This design comes from an exercise in tuning for small area, a short achievable clock period and few clock cycles per item on the open sky130 flow, not from production work.
Only simulation tests tie the RTL to the original design; equivalence was not proved.

==> flow/design.v (excerpt) <==
module snowInit (
    input  logic         clk,
    input  logic         reset,
    input  logic         load,
    input  logic [127:0] key,
    input  logic [127:0] iv,
    output logic [511:0] lfsrOut,
    output logic [95:0]  fsmOut,
    output logic         done
);
    logic        running;
    logic        lastRound;
    logic        loadSel;
    logic        stepSel;
    logic        holdSel;
    logic [31:0] fsmWord;
    logic [31:0] s15;
    logic [31:0] s5;
    initControl control (
        .clk       (clk),
        .reset     (reset),
        .load      (load),
        .lastRound (lastRound),
        .running   (running),
        .loadSel   (loadSel),
        .stepSel   (stepSel),
        .holdSel   (holdSel),
        .done      (done)
    );
    roundCounter counter (
        .clk       (clk),
        .load      (load),
        .running   (running),
        .lastRound (lastRound)
    );
    snowLfsr lfsr (
  ...
==> flow/config.mk <==
export PLATFORM = sky130hd
export DESIGN_NAME = snowInit
export DESIGN_NICKNAME = snowInit
export VERILOG_FILES = /design/flow/design.v
export SDC_FILE = /design/flow/constraint.sdc
export NUM_CORES = 4
export LEC_CHECK = 0
export CAP_MARGIN = 20
export CORE_MARGIN = 2
export CORE_UTILIZATION = 40
export PLACE_DENSITY = 0.6
export SETUP_SLACK_MARGIN = 2.6
export SLEW_MARGIN = 20
==> flow/constraint.sdc <==
create_clock -name core_clock -period 6.0 [get_ports {clk}]
set_input_delay 1.2000 -clock core_clock [delete_from_list [all_inputs] [get_ports {clk}]]
set_output_delay 1.2000 -clock core_clock [all_outputs]
set_load 0.01 [all_outputs]
standard.sh (not shown) runs the stock make flow with config.mk's settings and CLKGATE_MAP_FILE= SYNTH_SCRIPT=/design/flow/synth_recipe.tcl, a recipe that flattens the netlist after the stock synthesis.
==> flow/flow/run.sh <==
#!/bin/bash
# Own layout flow.
# 1. the standard synthesis (the reference for register names and cells).
# 2. The same ORFS synthesis again, keeping the byte S-box modules (sboxSR,
#    sboxSQ) as separate modules.
# 3. Yosys/ABC re-mapping: each S-box module on its own from its collapsed
#    function, the rest for area under a delay target; registers untouched.
#    If the registers (names and cells) differ from step 1 in any way, the
#    flow re-maps step 1's netlist instead.
# 4. the standard layout from floorplan on, with plain port buffers.
set -euo pipefail
WORK=$(pwd)
FLOWDIR=$WORK/flow
YOSYS=$(command -v yosys || echo "$FLOW_HOME/../tools/install/yosys/bin/yosys")
LIB=$FLOW_HOME/platforms/$FLOW_PLATFORM/lib/sky130_fd_sc_hd__tt_025C_1v80.lib
RES=$WORK/orfs/results/$FLOW_PLATFORM/snowInit/base
RESH=$WORK/orfs_h/results/$FLOW_PLATFORM/snowInit/base
ABC_D=$(cat $FLOWDIR/abc_delay_ps)
SB_D=$(cat $FLOWDIR/sbox_delay_ps)
PORTBUF=$(cat $FLOWDIR/port_buffer)
CTSARGS=$(cat $FLOWDIR/cts_args)

bash standard.sh synth > $WORK/flow_synth.log 2>&1
cp $RES/1_2_yosys.v $WORK/std_synth.v

# Cells ABC must not use: the flow's don't-use list, plus every lpflow/probe cell
python3 $FLOWDIR/dontuse.py $LIB $WORK/orfs/logs/$FLOW_PLATFORM/snowInit/base/1_2_yosys.log > $WORK/dont_use.txt
DU=$(sed 's/^/-dont_use /' $WORK/dont_use.txt | tr '\n' ' ')
clean_cells() { # netlist -> 0 if it holds no don't-use cell
  ! grep -q -w -F -f $WORK/dont_use.txt "$1"
}

# Second synthesis: same script, S-box modules kept, no final flatten
sed -e '/^flatten/d' synth_recipe.tcl > $WORK/synth_h.tcl
sed -e "s#WORK_HOME=$WORK/orfs #WORK_HOME=$WORK/orfs_h #" \
    -e "s#SYNTH_SCRIPT=[^ ]*#SYNTH_SCRIPT=$WORK/synth_h.tcl SYNTH_KEEP_MODULES='sboxSR sboxSQ'#" \
    -e '/^if /,$d' standard.sh > $WORK/standard_h.sh
HIER_OK=0
if bash $WORK/standard_h.sh $RESH/1_2_yosys.v > $WORK/flow_synth_h.log 2>&1; then
  cp $RESH/1_2_yosys.v $WORK/hier_synth.v
  sed -e "s#@D@#$ABC_D#g" $FLOWDIR/remap.abc > $WORK/remap.abc
  sed -e "s#@D@#$SB_D#g" $FLOWDIR/sbox.abc > $WORK/sbox.abc
  sed -e "s#@LIB@#$LIB#g" -e "s#@DU@#$DU#g" -e "s#@IN@#$WORK/hier_synth.v#g" -e "s#@OUT@#$WORK/remapped_h.v#g" \
      -e "s#@ABC@#$WORK/remap.abc#g" -e "s#@SBABC@#$WORK/sbox.abc#g" $FLOWDIR/remap_h.ys > $WORK/remap_h.ys
  if $YOSYS -l $WORK/flow_remap_h.log -q $WORK/remap_h.ys > /dev/null 2>&1; then
    python3 $FLOWDIR/regs.py $WORK/std_synth.v > $WORK/regs_std.txt
    python3 $FLOWDIR/regs.py $WORK/remapped_h.v > $WORK/regs_h.txt
    if cmp -s $WORK/regs_std.txt $WORK/regs_h.txt && [ -s $WORK/regs_std.txt ] && clean_cells $WORK/remapped_h.v; then
      HIER_OK=1
    fi
  fi
fi
echo "hierarchical remap used: $HIER_OK" > $WORK/flow_choice.log

if [ $HIER_OK = 1 ]; then
  cp $WORK/remapped_h.v $WORK/remapped.v
else
  sed -e "s#@D@#$ABC_D#g" $FLOWDIR/remap.abc > $WORK/remap.abc
  sed -e "s#@LIB@#$LIB#g" -e "s#@DU@#$DU#g" -e "s#@IN@#$WORK/std_synth.v#g" -e "s#@OUT@#$WORK/remapped.v#g" \
      -e "s#@ABC@#$WORK/remap.abc#g" $FLOWDIR/remap.ys > $WORK/remap.ys
  if ! $YOSYS -l $WORK/flow_remap.log -q $WORK/remap.ys > /dev/null 2>&1 || ! clean_cells $WORK/remapped.v; then
    echo "plain remap failed: standard netlist kept" >> $WORK/flow_choice.log
    cp $WORK/std_synth.v $WORK/remapped.v
  fi
fi

# A newer netlist makes ORFS rebuild 1_synth.odb and everything after it
cp $WORK/remapped.v $RES/1_2_yosys.v
touch $RES/1_2_yosys.v
bash standard.sh BUFFER_PORTS_ARGS="-buffer_cell $PORTBUF" CTS_ARGS="$CTSARGS" ${FINAL_TARGET:-finish} > $WORK/flow_finish.log 2>&1
==> flow/flow/cts_args <==
-sink_clustering_enable -repair_clock_nets -dont_use_dummy_load -buf_list sky130_fd_sc_hd__clkbuf_8 -sink_clustering_size 30
Other scripts of this flow, unchanged in this note and not shown: flow/flow/abc_delay_ps, flow/flow/dontuse.py, flow/flow/port_buffer, flow/flow/regs.py, flow/flow/remap.abc, flow/flow/remap.ys, flow/flow/remap_h.ys, flow/flow/sbox.abc, flow/flow/sbox_delay_ps
Testbench counts at the start, summed over its fixed seeds: cycles 8,448, items 256.
==> next run, changes <==
==> flow/flow/cts_args (replaced) <==
-sink_clustering_enable -repair_clock_nets -dont_use_dummy_load -buf_list sky130_fd_sc_hd__clkbuf_8 -sink_clustering_size 20
CORE_UTILIZATION = 62   (was 40)
PLACE_DENSITY = 0.75   (was 0.6)
SETUP_SLACK_MARGIN = 3.0   (was 2.6)
With this change the flow did not get past global routing, error GRT-0116.
Synthesized cell count does not change.
Synthesized area does not change.

[afterwards: timing with drivers on the ports]
The results above use ideal ports. As a check the final layout listed here was re-extracted and re-timed, cells and wires unchanged. Step 1: set_driving_cell puts a clkbuf_16 on clk and a buf_2 on each other input, an assumption about the parent block. Step 2, shift: input delay + t, output delay - t, t = (earliest + latest rising clock arrival at the registers) / 2. This alone moves slack from input paths to output paths. Three values: ideal ports, drivers, drivers and shift; two values: the first two.
run: the first run
t, ns: 0.804
slack for setup (ns): 2.473 / 2.473 / 2.126
latest minus earliest clock arrival (ns): 0.111 / 0.111
After both steps setup and hold are still met in the first run. For the first run, drivers alone change the setup slack by 0.000 ns; drivers and shift together by -0.347 ns.
